Context: an optimization exercise on an open-source flow, tuned for small area and a short achievable clock period. The choices shown serve that exercise and are no tape-out recipe. Function was checked by simulation only, so behaviour that the tests miss may differ from the original. Power is estimated from default activity; no workload was simulated.

==> flow/design.v <==
package dps_pkg;
	localparam logic [31:0] TIMER_BASE = 32'h0000_0000;
	localparam logic [31:0] SCI_BASE   = 32'h0000_0100;
	localparam logic [3:0] TIMER_CTRL  = 4'h0;
	localparam logic [3:0] TIMER_COUNT = 4'h4;
	localparam logic [3:0] TIMER_CMP   = 4'h8;
	localparam logic [3:0] TIMER_MODE  = 4'hC;
	localparam logic [3:0] SCI_TXD  = 4'h0;
	localparam logic [3:0] SCI_RXD  = 4'h4;
	localparam logic [3:0] SCI_CFG  = 4'h8;
	localparam logic [3:0] SCI_STAT = 4'hC;
	localparam logic [5:0] IRQ_NUM_TIMER  = 6'd36;
	localparam logic [5:0] IRQ_NUM_SCI_RX = 6'd37;
	localparam int BAUD_DIV = 16;
	localparam int BAUD_W   = $clog2(BAUD_DIV);
	localparam logic [BAUD_W-1:0] BAUD_LAST = BAUD_W'(BAUD_DIV - 1);
	localparam logic [BAUD_W-1:0] BAUD_HALF = BAUD_W'(BAUD_DIV / 2 - 1);
	typedef enum logic [1:0] {
		BUS_IDLE,
		BUS_ACCESS,
		BUS_RESPOND
	} bus_state_t;
	typedef enum logic [1:0] {
		SCI_IDLE,
		SCI_START,
		SCI_DATA,
		SCI_STOP
	} sci_state_t;
endpackage
module dps_bus_ctrl (
	input  logic        clock,
	input  logic        rst,
	input  logic        req,
	input  logic        rw,
	input  logic [31:0] addr,
	input  logic [31:0] wdata,
	output logic        busy,
	output logic        valid,
	output logic [31:0] rdata,
	output logic        timer_sel,
	output logic        timer_we,
	output logic [3:0]  timer_offset,
	output logic [31:0] timer_wdata,
	input  logic [31:0] timer_rdata,
	output logic        sci_sel,
	output logic        sci_we,
	output logic [3:0]  sci_offset,
	output logic [31:0] sci_wdata,
	input  logic [31:0] sci_rdata
);
	dps_pkg::bus_state_t state;
	logic        rw_q;
	logic [3:0]  offset_q;
	logic [31:0] wdata_q;
	logic        timer_hit_q;
	logic        sci_hit_q;
	logic        first_cycle;
	logic        accept;
	logic        timer_hit;
	logic        sci_hit;
	assign busy   = (state == dps_pkg::BUS_ACCESS);
	assign accept = req && !busy;
	assign timer_hit = (addr[31:8] == dps_pkg::TIMER_BASE[31:8]);
	assign sci_hit   = (addr[31:8] == dps_pkg::SCI_BASE[31:8]);
	always_ff @(posedge clock) begin
		if (rst) begin
			state       <= dps_pkg::BUS_IDLE;
			first_cycle <= 1'b0;
		end else begin
			case (state)
				dps_pkg::BUS_ACCESS: begin
					if (first_cycle) begin
						first_cycle <= 1'b0;
					end else begin
						state <= dps_pkg::BUS_RESPOND;
					end
				end
				default: begin
					if (accept) begin
						state       <= dps_pkg::BUS_ACCESS;
						first_cycle <= 1'b1;
					end else begin
						state <= dps_pkg::BUS_IDLE;
					end
				end
			endcase
		end
	end
	always_ff @(posedge clock) begin
		if (accept) begin
			rw_q        <= rw;
			offset_q    <= addr[3:0];
			wdata_q     <= wdata;
			timer_hit_q <= timer_hit;
			sci_hit_q   <= sci_hit;
		end
	end
	assign timer_sel    = (state == dps_pkg::BUS_ACCESS) && first_cycle && timer_hit_q;
	assign timer_we     = rw_q;
	assign timer_offset = offset_q;
	assign timer_wdata  = wdata_q;
	assign sci_sel    = (state == dps_pkg::BUS_ACCESS) && first_cycle && sci_hit_q;
	assign sci_we     = rw_q;
	assign sci_offset = offset_q;
	assign sci_wdata  = wdata_q;
	assign valid = (state == dps_pkg::BUS_RESPOND) && !rw_q;
	assign rdata = timer_hit_q ? timer_rdata :
		sci_hit_q ? sci_rdata : 32'h0;
endmodule
module dps_timer (
	input  logic     clock,
	input  logic     rst,
	input  logic        bus_sel,
	input  logic        bus_we,
	input  logic [3:0]  bus_offset,
	input  logic [31:0] bus_wdata,
	output logic [31:0] bus_rdata,
	output logic     match
);
	logic        run;
	logic [31:0] count;
	logic [31:0] cmp;
	logic [1:0]  mode;
	logic        hit;
	logic        wr;
	assign wr  = bus_sel && bus_we;
	assign hit = run && (count == cmp);
	always_ff @(posedge clock) begin
		if (rst) begin
			run   <= 1'b0;
			count <= '0;
			mode  <= '0;
			match <= 1'b0;
		end else begin
			match <= hit && mode[0];
			if (hit) begin
				if (mode[1]) begin
					count <= '0;
				end else begin
					run <= 1'b0;
				end
			end else if (run) begin
				count <= count + 32'd1;
			end
			if (wr && bus_offset == dps_pkg::TIMER_CTRL) begin
				run <= bus_wdata[0];
				if (bus_wdata[0]) begin
					count <= '0;
				end
			end
			if (wr && bus_offset == dps_pkg::TIMER_MODE) begin
				mode <= bus_wdata[1:0];
			end
		end
	end
	always_ff @(posedge clock) begin
		if (rst) begin
			cmp <= '0;
		end else if (wr && bus_offset == dps_pkg::TIMER_CMP) begin
			cmp <= bus_wdata;
		end
	end
	always_ff @(posedge clock) begin
		if (bus_sel) begin
			case (bus_offset)
				dps_pkg::TIMER_CTRL:  bus_rdata <= {31'b0, run};
				dps_pkg::TIMER_COUNT: bus_rdata <= count;
				dps_pkg::TIMER_CMP:   bus_rdata <= cmp;
				dps_pkg::TIMER_MODE:  bus_rdata <= {30'b0, mode};
				default:              bus_rdata <= '0;
			endcase
		end
	end
endmodule
module dps_sci (
	input  logic     clock,
	input  logic     rst,
	input  logic     rxd,
	input  logic        bus_sel,
	input  logic        bus_we,
	input  logic [3:0]  bus_offset,
	input  logic [31:0] bus_wdata,
	output logic [31:0] bus_rdata,
	output logic     txd,
	output logic     rx_event
);
	dps_pkg::sci_state_t tx_state;
	dps_pkg::sci_state_t rx_state;
	logic [31:0]                cfg;
	logic [7:0]                 tx_shift;
	logic [2:0]                 tx_bit;
	logic [dps_pkg::BAUD_W-1:0] tx_cnt;
	logic                       tx_tick;
	logic                       tx_busy;
	logic                       tx_start;
	logic [7:0]                 rx_shift;
	logic [7:0]                 rx_data;
	logic [2:0]                 rx_bit;
	logic [dps_pkg::BAUD_W-1:0] rx_cnt;
	logic                       rx_tick;
	logic                       rx_take;
	logic                       rx_full;
	logic                       rxd_meta;
	logic                       rxd_sync;
	logic                       wr;
	logic                       rd_rxd;
	assign wr       = bus_sel && bus_we;
	assign rd_rxd   = bus_sel && !bus_we && (bus_offset == dps_pkg::SCI_RXD);
	assign tx_busy  = (tx_state != dps_pkg::SCI_IDLE);
	assign tx_start = wr && (bus_offset == dps_pkg::SCI_TXD) && cfg[0] && !tx_busy;
	always_ff @(posedge clock) begin
		if (rst) begin
			cfg <= '0;
		end else if (wr && bus_offset == dps_pkg::SCI_CFG) begin
			cfg <= bus_wdata;
		end
	end
	assign tx_tick = (tx_cnt == dps_pkg::BAUD_LAST);
	always_ff @(posedge clock) begin
		if (rst) begin
			tx_state <= dps_pkg::SCI_IDLE;
			tx_cnt   <= '0;
			tx_bit   <= '0;
		end else begin
			if (tx_state == dps_pkg::SCI_IDLE || tx_tick) begin
				tx_cnt <= '0;
			end else begin
				tx_cnt <= tx_cnt + 1'b1;
			end
			case (tx_state)
				dps_pkg::SCI_IDLE: begin
					if (tx_start) begin
						tx_state <= dps_pkg::SCI_START;
					end
				end
				dps_pkg::SCI_START: begin
					if (tx_tick) begin
						tx_state <= dps_pkg::SCI_DATA;
						tx_bit   <= '0;
					end
				end
				dps_pkg::SCI_DATA: begin
					if (tx_tick) begin
						tx_bit <= tx_bit + 1'b1;
						if (tx_bit == 3'd7) begin
							tx_state <= dps_pkg::SCI_STOP;
						end
					end
				end
				default: begin
					if (tx_tick) begin
						tx_state <= dps_pkg::SCI_IDLE;
					end
				end
			endcase
		end
	end
	always_ff @(posedge clock) begin
		if (tx_start) begin
			tx_shift <= bus_wdata[7:0];
		end else if (tx_state == dps_pkg::SCI_DATA && tx_tick) begin
			tx_shift <= {1'b0, tx_shift[7:1]};
		end
	end
	assign txd = (tx_state == dps_pkg::SCI_START) ? 1'b0 :
		(tx_state == dps_pkg::SCI_DATA) ? tx_shift[0] : 1'b1;
	always_ff @(posedge clock) begin
		if (rst) begin
			rxd_meta <= 1'b1;
			rxd_sync <= 1'b1;
		end else begin
			rxd_meta <= rxd;
			rxd_sync <= rxd_meta;
		end
	end
	assign rx_tick = (rx_state == dps_pkg::SCI_START) ? (rx_cnt == dps_pkg::BAUD_HALF) :
		(rx_cnt == dps_pkg::BAUD_LAST);
	assign rx_take = (rx_state == dps_pkg::SCI_STOP) && rx_tick;
	always_ff @(posedge clock) begin
		if (rst) begin
			rx_state <= dps_pkg::SCI_IDLE;
			rx_cnt   <= '0;
			rx_bit   <= '0;
			rx_full  <= 1'b0;
			rx_event <= 1'b0;
		end else begin
			if (rx_state == dps_pkg::SCI_IDLE || rx_tick) begin
				rx_cnt <= '0;
			end else begin
				rx_cnt <= rx_cnt + 1'b1;
			end
			case (rx_state)
				dps_pkg::SCI_IDLE: begin
					if (cfg[0] && !rxd_sync) begin
						rx_state <= dps_pkg::SCI_START;
					end
				end
				dps_pkg::SCI_START: begin
					if (rx_tick) begin
						rx_state <= rxd_sync ? dps_pkg::SCI_IDLE : dps_pkg::SCI_DATA;
						rx_bit   <= '0;
					end
				end
				dps_pkg::SCI_DATA: begin
					if (rx_tick) begin
						rx_bit <= rx_bit + 1'b1;
						if (rx_bit == 3'd7) begin
							rx_state <= dps_pkg::SCI_STOP;
						end
					end
				end
				default: begin
					if (rx_tick) begin
						rx_state <= dps_pkg::SCI_IDLE;
					end
				end
			endcase
			if (rx_take) begin
				rx_full <= 1'b1;
			end else if (rd_rxd) begin
				rx_full <= 1'b0;
			end
			rx_event <= rx_take && cfg[1];
		end
	end
	always_ff @(posedge clock) begin
		if (rx_state == dps_pkg::SCI_DATA && rx_tick) begin
			rx_shift <= {rxd_sync, rx_shift[7:1]};
		end
	end
	always_ff @(posedge clock) begin
		if (rst) begin
			rx_data <= '0;
		end else if (rx_take) begin
			rx_data <= rx_shift;
		end
	end
	always_ff @(posedge clock) begin
		if (bus_sel) begin
			case (bus_offset)
				dps_pkg::SCI_RXD:  bus_rdata <= {24'b0, rx_data};
				dps_pkg::SCI_CFG:  bus_rdata <= cfg;
				dps_pkg::SCI_STAT: bus_rdata <= {30'b0, rx_full, tx_busy};
				default:           bus_rdata <= '0;
			endcase
		end
	end
endmodule
module dps_irq_ctrl (
	input  logic        clock,
	input  logic        rst,
	input  logic        cfg_req,
	input  logic [5:0]  cfg_entry,
	input  logic        cfg_valid,
	input  logic        cfg_mask,
	input  logic [1:0]  cfg_level,
	input  logic [63:0] events,
	input  logic        ack,
	output logic        irq_req,
	output logic [5:0]  irq_num
);
	logic [63:0] ent_valid;
	logic [63:0] ent_mask;
	logic [1:0]  ent_level [64];
	logic [63:0] pending;
	logic [63:0] enabled;
	logic [63:0] served;
	logic        found;
	logic [5:0]  best_num;
	logic [1:0]  best_level;
	assign enabled = ent_valid & ent_mask;
	assign served  = (irq_req && ack) ? (64'd1 << irq_num) : '0;
	always_ff @(posedge clock) begin
		if (rst) begin
			ent_valid <= '0;
			ent_mask  <= '0;
		end else if (cfg_req) begin
			ent_valid[cfg_entry] <= cfg_valid;
			ent_mask[cfg_entry]  <= cfg_mask;
		end
	end
	always_ff @(posedge clock) begin
		if (cfg_req) begin
			ent_level[cfg_entry] <= cfg_level;
		end
	end
	always_comb begin
		found      = 1'b0;
		best_num   = '0;
		best_level = '0;
		for (int i = 63; i >= 0; i--) begin
			if (pending[i] && enabled[i] && (!found || ent_level[i] >= best_level)) begin
				found      = 1'b1;
				best_num   = 6'(i);
				best_level = ent_level[i];
			end
		end
	end
	always_ff @(posedge clock) begin
		if (rst) begin
			pending <= '0;
			irq_req <= 1'b0;
			irq_num <= '0;
		end else begin
			pending <= (pending & ~served) | events;
			if (irq_req) begin
				if (ack) begin
					irq_req <= 1'b0;
				end
			end else if (found) begin
				irq_req <= 1'b1;
				irq_num <= best_num;
			end
		end
	end
endmodule
module default_peripheral_system (
	input  logic        clock,
	input  logic        rst,
	input  logic        irq_cfg_req,
	input  logic [5:0]  irq_cfg_entry,
	input  logic        irq_cfg_valid,
	input  logic        irq_cfg_mask,
	input  logic [1:0]  irq_cfg_level,
	input  logic        req,
	input  logic        rw,
	input  logic [31:0] addr,
	input  logic [31:0] wdata,
	output logic        busy,
	output logic        valid,
	output logic [31:0] rdata,
	output logic        irq_req,
	output logic [5:0]  irq_num,
	input  logic        irq_ack,
	input  logic [63:0] irq_src,
	output logic        sci_txd,
	input  logic        sci_rxd
);
	logic        timer_match;
	logic        sci_rx_event;
	logic [63:0] irq_events;
	logic        timer_sel;
	logic        timer_we;
	logic [3:0]  timer_offset;
	logic [31:0] timer_wdata;
	logic [31:0] timer_rdata;
	logic        sci_sel;
	logic        sci_we;
	logic [3:0]  sci_offset;
	logic [31:0] sci_wdata;
	logic [31:0] sci_rdata;
	always_comb begin
		irq_events                          = irq_src;
		irq_events[dps_pkg::IRQ_NUM_TIMER]  = irq_src[dps_pkg::IRQ_NUM_TIMER] | timer_match;
		irq_events[dps_pkg::IRQ_NUM_SCI_RX] = irq_src[dps_pkg::IRQ_NUM_SCI_RX] | sci_rx_event;
	end
	dps_bus_ctrl bus_ctrl_i (
		.clock     (clock),
		.rst       (rst),
		.req       (req),
		.rw        (rw),
		.addr      (addr),
		.wdata     (wdata),
		.busy      (busy),
		.valid     (valid),
		.rdata     (rdata),
		.timer_sel    (timer_sel),
		.timer_we     (timer_we),
		.timer_offset (timer_offset),
		.timer_wdata  (timer_wdata),
		.timer_rdata  (timer_rdata),
		.sci_sel      (sci_sel),
		.sci_we       (sci_we),
		.sci_offset   (sci_offset),
		.sci_wdata    (sci_wdata),
		.sci_rdata    (sci_rdata)
	);
	dps_timer timer_i (
		.clock (clock),
		.rst   (rst),
		.bus_sel    (timer_sel),
		.bus_we     (timer_we),
		.bus_offset (timer_offset),
		.bus_wdata  (timer_wdata),
		.bus_rdata  (timer_rdata),
		.match (timer_match)
	);
	dps_sci sci_i (
		.clock    (clock),
		.rst      (rst),
		.rxd      (sci_rxd),
		.bus_sel    (sci_sel),
		.bus_we     (sci_we),
		.bus_offset (sci_offset),
		.bus_wdata  (sci_wdata),
		.bus_rdata  (sci_rdata),
		.txd      (sci_txd),
		.rx_event (sci_rx_event)
	);
	dps_irq_ctrl irq_ctrl_i (
		.clock     (clock),
		.rst       (rst),
		.cfg_req   (irq_cfg_req),
		.cfg_entry (irq_cfg_entry),
		.cfg_valid (irq_cfg_valid),
		.cfg_mask  (irq_cfg_mask),
		.cfg_level (irq_cfg_level),
		.events    (irq_events),
		.ack       (irq_ack),
		.irq_req   (irq_req),
		.irq_num   (irq_num)
	);
endmodule
==> flow/run.sh <==
#!/bin/bash
# synth_recipe.tcl (not shown) runs the flow's synth.tcl, then flattens the netlist and writes it again
# the make line also repeats each setting of config.mk as NAME=value (left out here)
make -C /OpenROAD-flow-scripts/flow DESIGN_CONFIG=/design/flow/config.mk WORK_HOME=/design/flow/orfs CLKGATE_MAP_FILE= SYNTH_SCRIPT=/design/flow/synth_recipe.tcl finish
==> flow/config.mk <==
export PLATFORM = sky130hd
export DESIGN_NAME = default_peripheral_system
export DESIGN_NICKNAME = default_peripheral_system
export VERILOG_FILES = /design/flow/design.v
export SDC_FILE = /design/flow/constraint.sdc
export NUM_CORES = 4
export LEC_CHECK = 0
export CAP_MARGIN = 20
export CORE_MARGIN = 2
export CORE_UTILIZATION = 40
export SLEW_MARGIN = 20
==> flow/constraint.sdc <==
create_clock -name core_clock -period 85.0 [get_ports {clock}]
set_input_delay 17.0000 -clock core_clock [delete_from_list [all_inputs] [get_ports {clock}]]
set_output_delay 17.0000 -clock core_clock [all_outputs]
set_load 0.01 [all_outputs]
==> notes.md <==
[worst reg2reg max path: cells and delay by family (launching register included)]
kind	cells	cell delay, ns
AO/OA/AOI/OAI	164	28.49
AND/OR/NAND/NOR	172	25.21
adder cells (fa/ha/maj)	71	19.46
multiplexers	17	5.52
buffers and inverters	9	1.20
flip-flops	1	0.34
[cells by family after synthesis]
kind of cell	after synthesis	share of synthesized area, %
AND/OR/NAND/NOR	1434	23.0
multiplexers	59	2.19
buffers and inverters	305	3.91
adder cells (fa/ha/maj)	96	4.01
flip-flops	579	47.8
XOR/XNOR	48	1.43
AO/OA/AOI/OAI	783	17.7
[cell usage in the layout (no fill, tap or decap), types with 14 or more instances in the layout]
cell type                           n
sky130_fd_sc_hd__a21o_1            14
sky130_fd_sc_hd__nand2b_1          62
sky130_fd_sc_hd__or3_1             19
sky130_fd_sc_hd__and2_1            26
sky130_fd_sc_hd__ha_1              87
sky130_fd_sc_hd__nor4_1            22
sky130_fd_sc_hd__a22o_1            48
sky130_fd_sc_hd__nand2_1          427
sky130_fd_sc_hd__nand4_1           36
sky130_fd_sc_hd__and3_1           100
sky130_fd_sc_hd__buf_4            109
sky130_fd_sc_hd__o21a_1            26
sky130_fd_sc_hd__clkbuf_1          17
sky130_fd_sc_hd__or2_2             17
sky130_fd_sc_hd__clkdlybuf4s50_1  179
sky130_fd_sc_hd__mux2_2            32
sky130_fd_sc_hd__nor3_1            67
sky130_fd_sc_hd__inv_1            151
sky130_fd_sc_hd__clkbuf_16         71
sky130_fd_sc_hd__a21oi_1          238
sky130_fd_sc_hd__nor2b_1           19
sky130_fd_sc_hd__mux2i_1           20
sky130_fd_sc_hd__o21ai_0          114
sky130_fd_sc_hd__a22oi_1          123
sky130_fd_sc_hd__a31oi_1           16
sky130_fd_sc_hd__edfxtp_1         247
sky130_fd_sc_hd__nand3_1          146
sky130_fd_sc_hd__dfxtp_1          331
sky130_fd_sc_hd__nor2_1           385
sky130_fd_sc_hd__xnor2_1           35
[power by group through the flow]
stage	Sequential (mW)	Combinational (mW)	Clock [mW]
6_report	0.297	0.0303	0.296
4_1_cts	0.297	0.0300	0.300
3_3_place_gp	0.303	0.0297	0
2_1_floorplan	0.302	0.0139	0
3_5_place_dp	0.303	0.0299	0
5_1_grt	0.298	0.0323	0.310
[per-stage QoR]
step	std cells	setup TNS, ns
2_1_floorplan	3304	0
3_3_place_gp	4358	0
3_5_place_dp	4358	0
4_1_cts	4480	0
5_1_grt	4523	-3.53
6_report	4524	0
[layout make-up]
type                            count  area (µm²)  area share [%]
Multi-Input combinational cell   2420       14900            41.9
Sequential cell                   579       14100            39.4
Timing Repair Buffer              292        2640            7.40
Clock buffer                       97        1960            5.48
Tap cell                          959        1200            3.36
Inverter                          151         567            1.59
Clock inverter                     25         304           0.852
Antenna cell                        1        2.50         0.00701
[metal layers]
layer	vias up	global-route usage, %
li1	12367	-
met1	12351	33.6
met2	927	40.1
met3	185	3.04
met4	0	9.83
met5	-	0
[registers in the layout, summed over array words and instances (netlist names), 64 cells and up]
register and count:
irq_ctrl_i.ent_valid 64, irq_ctrl_i.ent_mask 64, irq_ctrl_i.ent_level 128, irq_ctrl_i.pending 64
[path summary, 6_finish.rpt]
path	startpoint	to	slack (ns)	depth (start not counted)
max	irq_ctrl_i.ent_valid[63]	irq_ctrl_i.irq_num[4]	4.71	433
min	sci_i.rxd_meta	sci_i.rxd_sync	0.40	1
max reg2reg	irq_ctrl_i.ent_valid[63]	irq_ctrl_i.irq_num[4]	4.71	433
min reg2reg	sci_i.rxd_meta	sci_i.rxd_sync	0.40	1
[what timing repair did]
| action | CTS | global route |
|---|---|---|
| pin swaps | 0 | 54 |
| resized for setup | 1 | 156 |
| endpoints found under the setup margin | 2 | 6 |
| buffers inserted | 0 | 42 |
==> results_tabular.tex <==
\begin{tabular}{lr}
\hline
Metric & Value \\
\hline
\multicolumn{2}{l}{\textbf{Floorplanning}} \\
\# rows & 99 \\
Effective utilization at floorplan & 40.3\% \\
Number of primary I/O pins & 187 \\
Area enclosed by the die boundary & 0.0758 mm² \\
Core box area & 0.0730 mm² \\
Die Ht & 275 µm \\
Die Wd & about 280 µm \\
\multicolumn{2}{l}{\textbf{Synthesis}} \\
Yosys Warn Count & 5 \\
Register bit count reported by yosys & 579 \\
Most used flip-flop cell after synthesis & sky130\_fd\_sc\_hd\_\_dfxtp\_1 \\
Seq/Total Area, Yosys & $\sim$48\% \\
Synth cell types & 91 \\
Async set or reset register ratio after synthesis & 0\% \\
Cell count after synthesis & 3,304 \\
Number of synthesized flops with an enable pin & 247 \\
Mapped Avg Cell Area & 8.91 µm² \\
Top cell type's share of synthesized area & between 20\% and 30\% \\
Total standard cell area after synthesis & 0.0294 mm² \\
Leading area contributor after synthesis & sky130\_fd\_sc\_hd\_\_edfxtp\_1 \\
Post-synth net total & 3,537 \\
Leading post-synthesis cells by instance count & 428 x sky130\_fd\_sc\_hd\_\_nand2\_1, 398 x sky130\_fd\_sc\_hd\_\_nor2\_1, 332 x sky130\_fd\_sc\_hd\_\_dfxtp\_1, 251 x sky130\_fd\_sc\_hd\_\_a21oi\_1, 247 x sky130\_fd\_sc\_hd\_\_edfxtp\_1 \\
Most used standard cell by instance count after synthesis & sky130\_fd\_sc\_hd\_\_nand2\_1 \\
Area contributors post-synth & sky130\_fd\_sc\_hd\_\_edfxtp\_1 25\%, sky130\_fd\_sc\_hd\_\_dfxtp\_1 23\%, sky130\_fd\_sc\_hd\_\_nand2\_1 5.5\% \\
\multicolumn{2}{l}{\textbf{Detailed routing}} \\
Met2 wire length & 44,100 µm \\
Wire per inst & 21.5 µm \\
Wirelength, routed & 97,000 µm \\
Number of DRC violations after detailed-routing iteration 0 & 2,360 \\
Via count & approximately 26,000 \\
Routed vias/inst & 5.71 \\
Wire length on met1 & 42,600 µm \\
First-pass iteration count of the detailed router & 7 \\
Met3 layer wire length in the routed design & 6140 µm \\
Top metal layer carrying routed signals & met4 \\
DRC & 0 \\
Remaining antenna violation count & 0 \\
\multicolumn{2}{l}{\textbf{Clocking}} \\
Total clock buffers created by CTS & 67 \\
Number of levels in the clock H-tree & 3 \\
Clock tree from TritonCTS & yes \\
Longest Clk Path Bufs & 3 \\
Worst-Skew Late Latency & around 0.62 ns \\
Clock root buffer & sky130\_fd\_sc\_hd\_\_clkbuf\_16 \\
CTS Sinks & 579 \\
Clock Pin Slew Worst Setup and Hold Paths & $\sim$0.06 ns \\
CTS Hold Buffers Added & 0 \\
\multicolumn{2}{l}{\textbf{Pwr}} \\
Peak VDD IR & about 15 µV \\
Internal power component & 0.479 mW \\
Leak Pwr & approximately 14 nW \\
Power per cell area & 17.5 mW/mm² \\
Total Power Consumption & between 0.6 and 0.7 mW \\
Switching power & 0.144 mW \\
Switching share of power & about 23\% \\
Portion of total power attributed to the clock network & $\sim$48\% \\
Comb pwr share & 4.9\% \\
Sequential cell fraction of total power & 47.7\% \\
\multicolumn{2}{l}{\textbf{STA}} \\
Final-report max-slew violation count & 0 \\
Final Critical Period & 80.29 ns \\
Final worst hold slack & 0.405 ns \\
Slew Limit Headroom & 31.0\% \\
Maximum frequency from static timing analysis & between 10 and 15 MHz \\
Slew of the pin with the lowest slew margin & 1.03 ns \\
Crit share post-route & 94.5\% \\
Minimum setup slack in the final design & 4.71 ns \\
Final setup violation count & 0 \\
Final hold vios & 0 \\
Final setup skew & 0.0273 ns \\
\multicolumn{2}{l}{\textbf{Setup path}} \\
Crit path buffers/inverters & 9 \\
Critical path launch point type & flip-flop \\
CP peak stage delay & 0.55 ns \\
Cell family with most CP delay & compound AO/OA/AOI/OAI gates \\
Crit Path Category & reg2reg \\
WP data required & 85.54 ns \\
Crit path arrival time & 80.84 ns \\
Library cell appearing most often on the critical path & sky130\_fd\_sc\_hd\_\_ha\_1 \\
Slowest stage cell on the critical path & sky130\_fd\_sc\_hd\_\_or4\_4 \\
Worst-path fanout max & 7 \\
Worst Setup End Kind & flip-flop \\
\multicolumn{2}{l}{\textbf{Finish}} \\
Layout Utilization & 48.9\% \\
Synth-to-layout area growth & 21.2\% \\
Ratio of cells with drive above 1 in the final layout & a little under an eighth \\
Fillers & $\sim$7,000 \\
Final design instance area without fill & 0.0357 mm² \\
Nets & 3,744 \\
\multicolumn{2}{l}{\textbf{Hold path}} \\
Hold crit path type & reg2reg \\
\multicolumn{2}{l}{\textbf{Global route}} \\
Global-route wire length before repair & 143,000 µm \\
Overall fraction of global-route tracks in use & 24.7\% \\
Antenna violations before repair & 1 \\
Gr ovfl total & 0 \\
Largest net degree at the start of global routing & around 120 \\
Number of global-route vias before repair & 23,780 \\
\multicolumn{2}{l}{\textbf{Placement}} \\
Port Buffer Count & 182 \\
Estimated wirelength of the detail-placed design & roughly 70,000 µm \\
Post-place instance area & 0.0324 mm² \\
Placer Congestion & 0.954 \\
Post-Place Worst Slack & 0.432 ns \\
\multicolumn{2}{l}{\textbf{Status}} \\
Status & finished clean \\
\multicolumn{2}{l}{\textbf{Flow run}} \\
Max-Cap Viols & 0 \\
\hline
\end{tabular}

## separate check: timing with driven ports
No port has a modelled driver above. Below, the same layout with a new extraction and two added sets of constraints. Step 1 assumes that a clkbuf_16 drives the clock port and a buf_2 every other input. Step 2 adds t to the input delays and takes it off the output delays; t is the mean of the earliest and latest rising clock arrival at the registers after step 1. Input paths then give back, and output paths get back, about the clock's delay inside the block. a / b / c = ideal ports / drivers / drivers and shift; a / b = the first two.
t (ns): 0.671
setup slack, ns: 4.709 / 4.709 / 4.709
hold WS [ns]: 0.405 / 0.405 / 0.405
After both steps setup and hold are still met in this run. For this run, drivers alone change the setup slack by 0.000 ns; drivers and shift together by 0.000 ns.
